This design comes from an exercise in tuning for small area, a short achievable clock period and few clock cycles on the open sky130 flow, not from production work. In this exercise RTL edits were held to simulation tests only and were not proved equivalent to the original. No activity file was given, so power comes from the tool's default toggle rates.

`design.v`:
```
package fft_pkg;
    typedef logic [3:0] fp4_t;     
    typedef logic [7:0] cplx_t;    
    typedef logic [5-1:0] addr_t;              
    typedef logic [$clog2(5+1)-1:0] log2n_t;   
    typedef logic [5-2:0] tw_idx_t;            
    typedef enum logic [2:0] {
        IDLE,
        READ_A,
        READ_B,
        COMPUTE,
        WRITE_X,
        WRITE_Y,
        DONE
    } core_state_e;
    typedef enum logic [1:0] {
        LOAD,
        PROCESS,
        READ
    } io_state_e;
endpackage
module sample_memory (
    input  logic    clk,
    input  logic    rst,
    input  logic    core_busy,
    input  fft_pkg::addr_t io_rd_addr,
    output fft_pkg::cplx_t io_rd_data,
    input  logic           io_wr_en,
    input  fft_pkg::addr_t io_wr_addr,
    input  fft_pkg::cplx_t io_wr_data,
    input  fft_pkg::addr_t core_rd_addr,
    output fft_pkg::cplx_t core_rd_data,
    input  logic           core_wr_en,
    input  fft_pkg::addr_t core_wr_addr,
    input  fft_pkg::cplx_t core_wr_data
);
    fft_pkg::cplx_t mem_q [0:32-1];
    fft_pkg::cplx_t rd_q;
    fft_pkg::addr_t rd_addr;
    logic  wr_en;
    fft_pkg::addr_t wr_addr;
    fft_pkg::cplx_t wr_data;
    assign rd_addr = core_busy ? core_rd_addr : io_rd_addr;
    assign wr_en   = core_busy ? core_wr_en   : io_wr_en;
    assign wr_addr = core_busy ? core_wr_addr : io_wr_addr;
    assign wr_data = core_busy ? core_wr_data : io_wr_data;
    always_ff @(posedge clk) begin
        if (wr_en) begin
            mem_q[wr_addr] <= wr_data;
        end
        rd_q <= mem_q[rd_addr];    
    end
    assign io_rd_data   = rd_q;
    assign core_rd_data = rd_q;
endmodule
module fft_agu (
    input logic clk,
    input logic rst,
    input  logic             agu_clear,    
    input  logic             agu_step,     
    input  fft_pkg::log2n_t  agu_log2n,
    output fft_pkg::addr_t   agu_idx_a,
    output fft_pkg::addr_t   agu_idx_b,
    output fft_pkg::tw_idx_t agu_tw_idx,
    output logic             agu_last      
);
    fft_pkg::log2n_t stage_q;    
    fft_pkg::addr_t  bfly_q;     
    fft_pkg::addr_t  half_m1;    
    fft_pkg::addr_t  offset;     
    fft_pkg::addr_t  base;       
    logic   stage_end;
    assign half_m1   = fft_pkg::addr_t'((1 << (agu_log2n - 1)) - 1);
    assign stage_end = (bfly_q == half_m1);
    always_ff @(posedge clk or negedge rst) begin
        if (!rst) begin
            stage_q <= '0;
            bfly_q  <= '0;
        end else if (agu_clear) begin
            stage_q <= '0;
            bfly_q  <= '0;
        end else if (agu_step) begin
            if (stage_end) begin
                stage_q <= stage_q + 1'b1;    
                bfly_q  <= '0;
            end else begin
                bfly_q <= bfly_q + 1'b1;
            end
        end
    end
    assign offset = bfly_q & fft_pkg::addr_t'((1 << stage_q) - 1);
    assign base   = fft_pkg::addr_t'((bfly_q >> stage_q) << (stage_q + 1));   
    assign agu_idx_a  = base | offset;
    assign agu_idx_b  = (base | offset) + fft_pkg::addr_t'(1 << stage_q);
    assign agu_tw_idx = fft_pkg::tw_idx_t'(offset << (5 - 1 - stage_q));
    assign agu_last   = stage_end && (stage_q == fft_pkg::log2n_t'(agu_log2n - 1'b1));
endmodule
module fp4_butterfly (
    input  fft_pkg::cplx_t  a,
    input  fft_pkg::cplx_t  b,
    input  fft_pkg::tw_idx_t tw_idx,
    output fft_pkg::cplx_t  x,
    output fft_pkg::cplx_t  y
);
    fft_pkg::cplx_t w;
    fft_pkg::fp4_t  p_rr, p_ii, p_ri, p_ir;    
    fft_pkg::fp4_t  wb_re, wb_im;
    function automatic logic signed [8:0] to_half(input fft_pkg::fp4_t v);
        logic signed [8:0] mag;
        case (v[2:0])
            3'd0: mag = 9'sd0;
            3'd1: mag = 9'sd1;     
            3'd2: mag = 9'sd2;
            3'd3: mag = 9'sd3;
            3'd4: mag = 9'sd4;
            3'd5: mag = 9'sd6;
            3'd6: mag = 9'sd8;
            default: mag = 9'sd12;  
        endcase
        to_half = v[3] ? -mag : mag;
    endfunction
    function automatic fft_pkg::fp4_t round_q(input logic signed [8:0] q);
        logic [8:0] m;
        logic [2:0] code;
        m = q[8] ? -q : q;
        if (m <= 9'd1)       code = 3'd0;    
        else if (m <= 9'd2)  code = 3'd1;
        else if (m <= 9'd5)  code = 3'd2;    
        else if (m <= 9'd6)  code = 3'd3;
        else if (m <= 9'd10) code = 3'd4;    
        else if (m <= 9'd13) code = 3'd5;
        else if (m <= 9'd20) code = 3'd6;    
        else                 code = 3'd7;    
        round_q = {q[8] && (code != 3'd0), code};   
    endfunction
    function automatic fft_pkg::fp4_t fmul(input fft_pkg::fp4_t p, input fft_pkg::fp4_t q);
        fmul = round_q(to_half(p) * to_half(q));    
    endfunction
    function automatic fft_pkg::fp4_t fadd(input fft_pkg::fp4_t p, input fft_pkg::fp4_t q, input logic sub);
        logic signed [8:0] hp;
        logic signed [8:0] hq;
        hp = to_half(p);
        hq = to_half(q);
        fadd = sub ? round_q((hp + hp) - (hq + hq)) : round_q((hp + hp) + (hq + hq));
    endfunction
    always_comb begin
        case (tw_idx)
            4'd0, 4'd1:         w = 8'h20;    
            4'd2, 4'd3:         w = 8'h29;    
            4'd4:               w = 8'h19;
            4'd5, 4'd6:         w = 8'h1A;
            4'd7, 4'd8, 4'd9:   w = 8'h0A;    
            4'd10, 4'd11:       w = 8'h9A;
            4'd12:              w = 8'h99;
            4'd13, 4'd14:       w = 8'hA9;
            default:            w = 8'hA0;    
        endcase
    end
    assign p_rr = fmul(w[7:4], b[7:4]);
    assign p_ii = fmul(w[3:0], b[3:0]);
    assign p_ri = fmul(w[7:4], b[3:0]);
    assign p_ir = fmul(w[3:0], b[7:4]);
    assign wb_re = fadd(p_rr, p_ii, 1'b1);
    assign wb_im = fadd(p_ri, p_ir, 1'b0);
    assign x = {fadd(a[7:4], wb_re, 1'b0), fadd(a[3:0], wb_im, 1'b0)};
    assign y = {fadd(a[7:4], wb_re, 1'b1), fadd(a[3:0], wb_im, 1'b1)};
endmodule
module fft_core (
    input  logic            clk,
    input  logic            rst,
    input  logic            start,
    input  fft_pkg::log2n_t log2n,
    output logic            core_busy,
    output logic            done,
    output fft_pkg::addr_t  mem_rd_addr,
    input  fft_pkg::cplx_t  mem_rd_data,
    output logic            mem_wr_en,
    output fft_pkg::addr_t  mem_wr_addr,
    output fft_pkg::cplx_t  mem_wr_data,
    output logic            agu_clear,
    output logic            agu_step,
    output fft_pkg::log2n_t agu_log2n,
    input  fft_pkg::addr_t  agu_idx_a,
    input  fft_pkg::addr_t  agu_idx_b,
    input  fft_pkg::tw_idx_t agu_tw_idx,
    input  logic            agu_last
);
    fft_pkg::core_state_e state_q, state_d;
    fft_pkg::cplx_t a_q, b_q;    
    fft_pkg::cplx_t y_q;         
    fft_pkg::cplx_t x_w, y_w;
    fp4_butterfly u_bfly (
        .a      (a_q),
        .b      (b_q),
        .tw_idx (agu_tw_idx),
        .x      (x_w),
        .y      (y_w)
    );
    always_comb begin
        state_d = state_q;
        case (state_q)
            fft_pkg::IDLE:    if (start) state_d = fft_pkg::READ_A;
            fft_pkg::READ_A:  state_d = fft_pkg::READ_B;
            fft_pkg::READ_B:  state_d = fft_pkg::COMPUTE;
            fft_pkg::COMPUTE: state_d = fft_pkg::WRITE_X;
            fft_pkg::WRITE_X: state_d = fft_pkg::WRITE_Y;
            fft_pkg::WRITE_Y: state_d = agu_last ? fft_pkg::DONE : fft_pkg::READ_A;
            default: state_d = fft_pkg::IDLE;    
        endcase
    end
    always_ff @(posedge clk or negedge rst) begin
        if (!rst) state_q <= fft_pkg::IDLE;
        else      state_q <= state_d;
    end
    always_ff @(posedge clk) begin
        if (state_q == fft_pkg::READ_B)  a_q <= mem_rd_data;    
        if (state_q == fft_pkg::COMPUTE) b_q <= mem_rd_data;    
        if (state_q == fft_pkg::WRITE_X) y_q <= y_w;
    end
    assign mem_rd_addr = (state_q == fft_pkg::READ_A) ? agu_idx_a : agu_idx_b;
    assign mem_wr_en   = (state_q == fft_pkg::WRITE_X) || (state_q == fft_pkg::WRITE_Y);
    assign mem_wr_addr = (state_q == fft_pkg::WRITE_X) ? agu_idx_a : agu_idx_b;
    assign mem_wr_data = (state_q == fft_pkg::WRITE_X) ? x_w : y_q;    
    assign agu_clear = start && (state_q == fft_pkg::IDLE);
    assign agu_step  = (state_q == fft_pkg::WRITE_Y) && !agu_last;
    assign agu_log2n = log2n;
    assign core_busy = start || (state_q != fft_pkg::IDLE);    
    assign done      = (state_q == fft_pkg::DONE);
endmodule
module fft_io_ctrl (
    input  logic            clk,
    input  logic            rst,
    input  fft_pkg::log2n_t log2n,
    input  fft_pkg::cplx_t  data_in,
    input  logic            data_in_valid,
    input  logic            core_done,
    output logic            core_start,
    output fft_pkg::log2n_t frame_log2n,
    output logic            fft_ready,
    output logic            error,
    output logic            data_out_valid,
    output fft_pkg::cplx_t  data_out,
    output fft_pkg::addr_t  mem_rd_addr,
    input  fft_pkg::cplx_t  mem_rd_data,
    output logic            mem_wr_en,
    output fft_pkg::addr_t  mem_wr_addr,
    output fft_pkg::cplx_t  mem_wr_data
);
    fft_pkg::io_state_e state_q;
    fft_pkg::addr_t     count_q;     
    fft_pkg::addr_t     n_m1;        
    logic      tail_q;      
    logic      log2n_ok;
    logic      take;
    logic      rd_issue;
    function automatic fft_pkg::addr_t bit_rev(input fft_pkg::addr_t cnt, input fft_pkg::log2n_t nbits);
        fft_pkg::addr_t rev;
        rev = '0;
        for (int i = 0; i < 5; i++) begin
            if (i < nbits) begin
                rev[nbits - 1 - i] = cnt[i];
            end
        end
        bit_rev = rev;
    endfunction
    assign log2n_ok = (log2n != '0) && (log2n <= fft_pkg::log2n_t'(5));
    assign n_m1     = fft_pkg::addr_t'((1 << frame_log2n) - 1);
    assign take     = (state_q == fft_pkg::LOAD) && data_in_valid && (!fft_ready || log2n_ok);
    assign rd_issue = (state_q == fft_pkg::READ) && !tail_q;
    assign mem_wr_en   = take;
    assign mem_wr_addr = bit_rev(count_q, frame_log2n);
    assign mem_wr_data = data_in;
    assign mem_rd_addr = count_q;
    assign data_out    = mem_rd_data;    
    always_ff @(posedge clk or negedge rst) begin
        if (!rst) begin
            state_q        <= fft_pkg::LOAD;
            count_q        <= '0;
            tail_q         <= 1'b0;
            frame_log2n    <= '0;
            fft_ready      <= 1'b1;
            error          <= 1'b0;
            core_start     <= 1'b0;
            data_out_valid <= 1'b0;
        end else begin
            error          <= (state_q == fft_pkg::LOAD) && fft_ready && data_in_valid && !log2n_ok;
            core_start     <= 1'b0;
            data_out_valid <= rd_issue;
            case (state_q)
                fft_pkg::LOAD: if (take) begin
                    if (fft_ready) begin
                        frame_log2n <= log2n;    
                        fft_ready   <= 1'b0;
                    end
                    if (!fft_ready && count_q == n_m1) begin
                        count_q    <= '0;
                        core_start <= 1'b1;
                        state_q    <= fft_pkg::PROCESS;
                    end else begin
                        count_q <= count_q + 1'b1;
                    end
                end
                fft_pkg::PROCESS: if (core_done) state_q <= fft_pkg::READ;
                default: begin    
                    if (tail_q) begin
                        tail_q    <= 1'b0;
                        count_q   <= '0;
                        fft_ready <= 1'b1;
                        state_q   <= fft_pkg::LOAD;
                    end else begin
                        count_q <= count_q + 1'b1;
                        if (count_q == n_m1) tail_q <= 1'b1;
                    end
                end
            endcase
        end
    end
endmodule
module fft_top (
    input  logic       clk,
    input  logic       rst,
    input  logic [2:0] log2n,
    input  logic [7:0] data_in,
    input  logic       data_in_valid,
    output logic       fft_ready,
    output logic       done,
    output logic       error,
    output logic [7:0] data_out,
    output logic       data_out_valid
);
    logic   core_start;
    logic   core_busy;
    fft_pkg::log2n_t frame_log2n;    
    fft_pkg::addr_t   io_rd_addr;
    fft_pkg::cplx_t   io_rd_data;
    logic    io_wr_en;
    fft_pkg::addr_t   io_wr_addr;
    fft_pkg::cplx_t   io_wr_data;
    fft_pkg::addr_t   core_rd_addr;
    fft_pkg::cplx_t   core_rd_data;
    logic    core_wr_en;
    fft_pkg::addr_t   core_wr_addr;
    fft_pkg::cplx_t   core_wr_data;
    logic    agu_clear;
    logic    agu_step;
    fft_pkg::log2n_t  agu_log2n;
    fft_pkg::addr_t   agu_idx_a;
    fft_pkg::addr_t   agu_idx_b;
    fft_pkg::tw_idx_t agu_tw_idx;
    logic    agu_last;
    sample_memory u_mem (
        .clk          (clk),
        .rst          (rst),
        .core_busy    (core_busy),
        .io_rd_addr   (io_rd_addr),
        .io_rd_data   (io_rd_data),
        .io_wr_en     (io_wr_en),
        .io_wr_addr   (io_wr_addr),
        .io_wr_data   (io_wr_data),
        .core_rd_addr (core_rd_addr),
        .core_rd_data (core_rd_data),
        .core_wr_en   (core_wr_en),
        .core_wr_addr (core_wr_addr),
        .core_wr_data (core_wr_data)
    );
    fft_agu u_agu (
        .clk        (clk),
        .rst        (rst),
        .agu_clear  (agu_clear),
        .agu_step   (agu_step),
        .agu_log2n  (agu_log2n),
        .agu_idx_a  (agu_idx_a),
        .agu_idx_b  (agu_idx_b),
        .agu_tw_idx (agu_tw_idx),
        .agu_last   (agu_last)
    );
    fft_core u_core (
        .clk         (clk),
        .rst         (rst),
        .start       (core_start),
        .log2n       (frame_log2n),
        .core_busy   (core_busy),
        .done        (done),
        .mem_rd_addr (core_rd_addr),
        .mem_rd_data (core_rd_data),
        .mem_wr_en   (core_wr_en),
        .mem_wr_addr (core_wr_addr),
        .mem_wr_data (core_wr_data),
        .agu_clear   (agu_clear),
        .agu_step    (agu_step),
        .agu_log2n   (agu_log2n),
        .agu_idx_a   (agu_idx_a),
        .agu_idx_b   (agu_idx_b),
        .agu_tw_idx  (agu_tw_idx),
        .agu_last    (agu_last)
    );
    fft_io_ctrl u_io (
        .clk            (clk),
        .rst            (rst),
        .log2n          (log2n),
        .data_in        (data_in),
        .data_in_valid  (data_in_valid),
        .core_done      (done),
        .core_start     (core_start),
        .frame_log2n    (frame_log2n),
        .fft_ready      (fft_ready),
        .error          (error),
        .data_out_valid (data_out_valid),
        .data_out       (data_out),
        .mem_rd_addr    (io_rd_addr),
        .mem_rd_data    (io_rd_data),
        .mem_wr_en      (io_wr_en),
        .mem_wr_addr    (io_wr_addr),
        .mem_wr_data    (io_wr_data)
    );
endmodule
```
`run.sh`:
```
#!/bin/bash
# synth_recipe.tcl (not shown) runs the flow's synth.tcl, then flattens the netlist and writes it again
# the make line also repeats each setting of config.mk as NAME=value (left out here)
make -C /OpenROAD-flow-scripts/flow DESIGN_CONFIG=/design/flow/config.mk WORK_HOME=/design/flow/orfs CLKGATE_MAP_FILE= SYNTH_SCRIPT=/design/flow/synth_recipe.tcl finish
```
`config.mk`:
```
export PLATFORM = sky130hd
export DESIGN_NAME = fft_top
export DESIGN_NICKNAME = fft_top
export VERILOG_FILES = /design/flow/design.v
export SDC_FILE = /design/flow/constraint.sdc
export NUM_CORES = 4
export LEC_CHECK = 0
export CAP_MARGIN = 20
export CORE_MARGIN = 2
export CORE_UTILIZATION = 40
export SLEW_MARGIN = 20
```
`constraint.sdc`:
```
create_clock -name core_clock -period 15.0 [get_ports {clk}]
set_input_delay 3.0000 -clock core_clock [delete_from_list [all_inputs] [get_ports {clk}]]
set_output_delay 3.0000 -clock core_clock [all_outputs]
set_load 0.01 [all_outputs]
```
==> results.tsv <==
metric	value	unit
die_area	66400	um^2
hold_violations	0	
ioPinCount	26	
power_density	63.4	nW/um^2
crit_required	15.26	ns
antenna_found_initial	2	
cts.clk_slew.worst_paths	0.06	ns
async_flop_share	0.0828	
synth_area_leaders	edfxtp_1 33%, ha_1 10%, nand2_1 6.7%	
core_area	64000	um^2
yosysUniqueCellTypes	106	
cts.sinks	314	
initial_utilization	0.402	
gp_congestion	0.932	
min_path_type	flip-flop to flip-flop	
detail-route-antenna-nets	0	
routed_wl	68900	um
remaining_drc_errors	0	
crit_slowest_cell	fa_1	
placed_area	27200	um^2
mappedNetlistArea	25700	um^2
num_antenna_cells	0	
overflow	0	
path_common_cell	ha_1	
grt_pass1_wl	106000	um
dp_cells	3630	
fillerInstances	6062	
dr.pass1.iters	7	
die_w	258	um
drv_cap	0	
path_max_fanout	15	
yosysTopAreaCellShare	0.327	
status	timing/DRC/antenna clean	
crit_type	flip-flop to flip-flop	
synth_ff_type	edfxtp_1	
drv_slew	0	
holdPathStages	2	
dp_hpwl	47100	um
p_leak	11.8	nW
fin_crit_sh	0.958	
cp_data_arrival_time	14.63	ns
grt_usage	0.197	
grt_max_degree	69	
final_nets	3161	
critPathCaptureType	flip-flop	
cts_tree	built	
min_from	u_io.fft_ready	
syn-instance-count	2805	
syn_avg_cell_area	9.18	um^2
cp-start-kind	flip-flop	
first_iter_violations	1425	
instances_no_fill	3745	
holdPathEnd	u_io.error	
clockBufferDepth	3	
ys_ff_latch	314	
synthToLayoutAreaGrowth	14.3	%
wire_per_inst	18.4	um
yosysTopAreaCell	edfxtp_1	
vias_per_cell	5.60	
r2r_slack	0.63	ns
max_freq	0.0696	GHz
ff2ff_path_depth	64	
design_area	29400	um^2
clock_latency	0.56	ns
grt_pass1_vias	20300	
synth_edf_count	280	
io_buffers	25	
tightest_slew	1.10	ns
fin_skew	0.0333	ns
reg2reg_from	u_agu.stage_q[1]	
crit_path_start	u_agu.stage_q[1]	
syn_nets	3103	
vias	21000	
cpPeakStageDelay	0.62	ns
period_minus_slack	14.37	ns
cts-root-buf	clkbuf_16	
final-setup-viol-count	0	
setup_tns	0	ns
htreeDepth	2	
layout-drive-gt1-share	0.110	
num_rows	93	
regToRegEndpoint	u_mem.mem_q[31][4]	
yosysWarnings	5	
cts_buffers	35	
seq_area_frac_synth	0.358	
fp.dieH	258	um
maxSlewHeadroom	0.264	
vdd_drop_max	90.3	uV
-- worst max-delay path by stage --
stage / end / slack (ns) / cells after the start
after floorplan: u_mem.mem_q[0][7] / 0.003 / 67
after CTS: u_mem.mem_q[0][3] / 0.02 / 64
after global routing: u_mem.mem_q[18][5] / -0.10 / 65
final: u_mem.mem_q[31][4] / 0.63 / 64
after global placement: u_mem.mem_q[4][7] / -0.05 / 65
after detailed placement: u_mem.mem_q[6][7] / -0.46 / 65
-- critical path: cells and delay by family (launching register included) --
kind | cells | cell delay [ns]
xor+xnor | 8 | 1.46
compound gates | 19 | 3.89
simple gates | 15 | 2.47
mux | 1 | 0.27
flops | 1 | 0.38
buf+inv | 9 | 1.22
fa+ha+maj | 12 | 4.35
-- layout make-up --
cell class | instances | area, um^2 | share of cell area
timing repair buffer | 134 | 1140 | 0.0388
tap | 855 | 1070 | 0.0363
clock inverter | 16 | 218 | 0.00740
inverter | 225 | 845 | 0.0287
clock buffer | 48 | 977 | 0.0332
sequential | 314 | 9220 | 0.313
multi-input combinational | 2153 | 16000 | 0.542
-- logic make-up after synthesis --
family                   share of synthesized area
AO/OA/AOI/OAI                                0.147
XOR/XNOR                                    0.0642
adder cells (fa/ha/maj)                      0.161
buffers and inverters                       0.0511
flip-flops                                   0.358
multiplexers                                0.0220
AND/OR/NAND/NOR                              0.197
-- cell usage after synthesis, types with 45 or more instances --
cell type  instances
nand3_1          104
o21ai_0           92
clkbuf_1         106
ha_1             208
a311oi_1          48
inv_1            222
nor2_1           231
a211oi_1          45
nand2_1          458
xor2_1            48
edfxtp_1         280
xnor2_1          109
fa_1              76
a21oi_1          118
-- cells in the final DEF (no fill, tap or decap), types with 22 or more instances in the layout --
cell type        netlist  final
fa_1                  76     75
and3_1                34     34
nand2b_1              34     32
xnor2_1              109     99
clkdlybuf4s50_1        0     25
and2_1                23     22
nand2_1              458    456
nand3_1              104    103
mux2i_1               36     35
nor2_1               231    222
a21oi_1              118    105
clkbuf_16              0     38
nor2b_1               37     34
buf_4                  2     96
a211oi_1              45     44
xor2_1                48     44
o21ai_0               92     87
dfrtp_1               25     25
a21o_1                32     30
nor3_1                42     39
inv_1                222    220
a31oi_1               44     42
edfxtp_1             280    280
ha_1                 208    201
a311oi_1              48     47
-- where the power goes --
part / internal [mW] / total, mW / leakage (nW) / switching [mW]
registers: 0.951 / 0.951 / 2.92 / 0
clock network: 0.531 / 0.891 / 0.578 / 0.359
logic: 0.00843 / 0.0257 / 8.31 / 0.0172
-- layer usage --
| layer | wire length [um] | track usage | up-vias |
|---|---|---|---|
| li1 | - | - | 10100 |
| met4 | 2150 | 0.0697 | 2 |
| met5 | 13 | 0 | - |
| met3 | 3060 | 0.0229 | 126 |
| met1 | 29800 | 0.248 | 10200 |
| met2 | 33900 | 0.348 | 535 |
-- registers in the layout, indices dropped and copies added (netlist names), 2 cells and up --
register	cells
u_io.count_q	5
u_agu.stage_q	3
u_core.b_q	8
u_io.state_q	2
u_mem.mem_q	256
u_core.a_q	8
u_mem.rd_q	8
u_core.y_q	8
u_io.frame_log2n	3
u_core.state_q	3
u_agu.bfly_q	5
-- through the flow --
step	power (mW)	worst slack [ns]	util	hold slack, ns
floorplan	0.976	0.00302	-	0.478
global placement	0.988	-0.0506	0.425	0.517
detailed placement	0.989	-0.460	0.425	0.524
CTS	1.88	0.0188	0.445	0.534
global route	1.92	-0.103	0.460	0.571
finish	1.87	0.631	0.460	0.530
-- repair_timing --
| action | CTS | global route |
|---|---|---|
| setup endpoints to repair | 256 | 264 |
| resized for setup | 13 | 112 |
| setup buffers | 4 | 36 |
| cloned | 0 | 11 |
| pin swaps | 2 | 29 |
| hold buffers | 0 | 0 |
Testbench counts, summed over its fixed seeds: cycles 52,955.

[what the ideal ports hide]
No port has a modelled driver above. Below, the same layout with a new extraction and two added sets of constraints.
Step 1 sets driving cells, clkbuf_16 on the clock port and buf_2 on the other inputs (assumed; they add their load-dependent delay and slew).
Step 2, shift: input delay + t, output delay - t, t = (earliest + latest rising clock arrival at the registers) / 2. This alone moves slack from input paths to output paths.
Slacks: no drivers / after step 1 / after step 2; pairs: no drivers / after step 1.
shift t [ns]: 0.599
setup WS [ns]: 0.631 / 0.631 / 0.631
slew at the worst register clock pin (ns): 0.06 / 0.06
After both steps this run still meets setup and hold. The setup slack of this run moves by 0.000 ns with the drivers and by 0.000 ns with both steps.
